Context: an optimization exercise on an open-source flow, tuned for small area and a short achievable clock period. The choices shown serve that exercise and are no tape-out recipe. At most, simulation tests tie the RTL to the original design; equivalence was not proved.

## the previous run
==> flow/design.v (excerpt) <==
module bbox_top (
    input  logic               clk,
    input  logic               rst_n,
    input  logic [143:0]       tri_in,
    input  logic               tri_valid,
    input  logic [47:0]        screen,
    input  logic [3:0]         ss_code,
    input  logic               hold,
    output logic [143:0]       out_tri,
    output logic [95:0]        out_box,
    output logic               out_valid
);
Size: about 670 flip-flops, about 440 I/O pins, roughly 70000 um^2 of cells after synthesis.
make LEC_CHECK=0 CAP_MARGIN=20 CORE_MARGIN=2 CORE_UTILIZATION=40 SLEW_MARGIN=20 finish   # period 15.0 ns
run.sh (not shown) runs the stock make flow with config.mk's settings and CLKGATE_MAP_FILE= SYNTH_SCRIPT=/design/flow/synth_recipe.tcl, a recipe that flattens the netlist after the stock synthesis.
Edits applied to the flow inputs when going from the previous run to the current run:
- ABC_AREA now 1, previously not set
- The final layout from the current run, which completed every stage, passed the timing, design-rule and antenna checks at the end of the flow.
- Taking the previous run as the reference, in the current run core utilization picked up an extra 1.4 points; number of synthesized register bits neither gained nor lost much; routed wire length lost 37000 um.
- Note that the die area recorded for the previous run amounts to 1.15 times the value seen in the current run.
- Critical path depth sits lower in the current run than in the previous run.

---

Setup of v6:
bbox_top, a different RTL version from the one above (not shown whole).
Size in the first run: about 5,700 cells after synthesis, ~440 I/O pins.
clock: 15.0 ns
lec_check: 0
abc_area: 1
cap_margin: 20
core_margin: 2
core_utilization: 55
slew_margin: 40
tns_end_percent: 10
standard.sh (not shown) runs the stock make flow with config.mk's settings and CLKGATE_MAP_FILE= SYNTH_SCRIPT=/design/flow/synth_recipe.tcl, a recipe that flattens the netlist after the stock synthesis.
==> flow/flow/run.sh <==
#!/bin/bash
set -euo pipefail
bash standard.sh SETUP_SLACK_MARGIN=10.8 MATCH_CELL_FOOTPRINT=0 \
  "BUFFER_PORTS_ARGS=-buffer_cell sky130_fd_sc_hd__buf_1" finish > make.log 2>&1
v6 ended with every stage complete and zero timing, DRC or antenna violations.
Changes in v7 relative to v6:
==> flow/flow/run.sh <==
#!/bin/bash
set -euo pipefail
bash standard.sh SETUP_SLACK_MARGIN=10.5 MATCH_CELL_FOOTPRINT=0 \
  "BUFFER_PORTS_ARGS=-buffer_cell sky130_fd_sc_hd__buf_1" finish > make.log 2>&1
diff --git a/flow/config.mk b/flow/config.mk
--- a/flow/config.mk
+++ b/flow/config.mk
@@ -11 +11 @@
-export CORE_UTILIZATION = 55
+export CORE_UTILIZATION = 65
Notes after the runs:
The run showing the smaller global-route usage is v6. Summed area of non-filler cells in the final layout ends up lower on v7.

---

## v16
Another version of the RTL of bbox_top (not shown whole).
For scale: about 5700 cells after synthesis, about 810 flip-flops, roughly 0.061 mm² of cells after synthesis.
Settings: LEC_CHECK=0, ABC_AREA=1, CAP_MARGIN=20, CORE_MARGIN=2, CORE_UTILIZATION=55, SLEW_MARGIN=40, TNS_END_PERCENT=0; clock period 15.0 ns.
==> flow/flow/run.sh <==
#!/bin/bash
set -euo pipefail
bash standard.sh SETUP_SLACK_MARGIN=10.5 MATCH_CELL_FOOTPRINT=0 \
  "BUFFER_PORTS_ARGS=-buffer_cell sky130_fd_sc_hd__buf_1" finish > make.log 2>&1
Every stage of the flow completed for v16, and the final layout passed the timing, design-rule and antenna checks.
## Diff of input files: v21 against v16
- TNS_END_PERCENT now 10, was 0
Results
Between v21 and v16, the final cell count does not differ in any meaningful way.
Re synthesized cell count: no difference whatsoever between v16 and v21.
The hold slack of v16 and that of v21 are within noise of each other.
Buffer count excluding the clock tree in the final layout: v21 and v16 compared, higher one is v21

---

Setup of rev 12:
Another version of the RTL of bbox_top (not shown whole).
Size: roughly 5400 cells after synthesis, ~810 flip-flops, ~440 I/O pins.
export LEC_CHECK = 0
export ABC_AREA = 1
export CAP_MARGIN = 20
export CORE_MARGIN = 2
export CORE_UTILIZATION = 40
export SLEW_MARGIN = 40
export TNS_END_PERCENT = 100
create_clock -name core_clock -period 15.0 [get_ports {clk}]
==> flow/flow/run.sh <==
#!/bin/bash
set -euo pipefail
bash standard.sh SETUP_SLACK_MARGIN=10.5 MATCH_CELL_FOOTPRINT=0 \
  "BUFFER_PORTS_ARGS=-buffer_cell sky130_fd_sc_hd__buf_4" finish > make.log 2>&1
#### Input delta (rev 13 over rev 12)
==> flow/flow/run.sh <==
#!/bin/bash
set -euo pipefail
bash standard.sh SETUP_SLACK_MARGIN=10.5 finish > make.log 2>&1
- Between rev 12 and rev 13, utilization increased.
- Summary: with rev 12 as the reference, routed via count divided by cell count in rev 13 moved up slightly.
- Diff rev 12 and rev 13: worst-case headroom to the max-slew limit lower in rev 12
- Setup slack in rev 13 is larger than in rev 12.
- The number of buffers inserted by post-CTS setup repair number comes out higher for rev 13 vs rev 12.
Function was not checked in any run of this note: the RTL went through the layout flow alone.

[port drivers added, routing unchanged]
Ports are ideal in the flow. The routed layouts listed here were re-timed in OpenROAD.
Step 1 assumes that a clkbuf_16 drives the clock port and a buf_2 every other input.
Step 2 also shifts input and output timing later by t, the mid clock arrival at the registers, as if the neighbouring blocks saw the same clock.
a / b / c = no drivers / after step 1 / after step 2; a / b = the first two.
| run | t (ns) | slack for setup (ns) | hold WS [ns] | worst register clock-pin slew, ns | worst slew at a driven data input, ns |
|---|---|---|---|---|---|
| the previous run | 0.714 | 5.771 / 5.771 / 5.771 | 0.412 / 0.412 / 0.412 | 0.08 / 0.08 | 0.11 |
| the current run | 0.703 | 5.418 / 5.418 / 5.418 | 0.432 / 0.432 / 0.432 | 0.07 / 0.07 | 0.09 |
| v6 | 0.756 | 10.695 / 10.628 / 9.981 | 0.398 / 0.398 / 0.398 | 0.07 / 0.07 | 0.07 |
| v7 | 0.752 | 10.378 / 10.429 / 9.677 | 0.397 / 0.397 / 0.397 | 0.07 / 0.07 | 0.08 |
| v16 | 0.767 | 10.365 / 10.365 / 9.753 | 0.385 / 0.385 / 0.385 | 0.07 / 0.07 | 0.09 |
| v21 | 0.766 | 10.365 / 10.365 / 9.766 | 0.384 / 0.384 / 0.384 | 0.07 / 0.07 | 0.09 |
| rev 12 | 0.811 | 10.343 / 10.343 / 9.740 | 0.378 / 0.378 / 0.378 | 0.07 / 0.07 | 0.11 |
| rev 13 | 0.803 | 10.391 / 10.391 / 9.715 | 0.410 / 0.410 / 0.410 | 0.07 / 0.07 | 0.12 |
After both steps every run listed still meets setup and hold. For v6, which loses most, drivers alone change the setup slack by -0.067 ns; drivers and shift together by -0.714 ns.
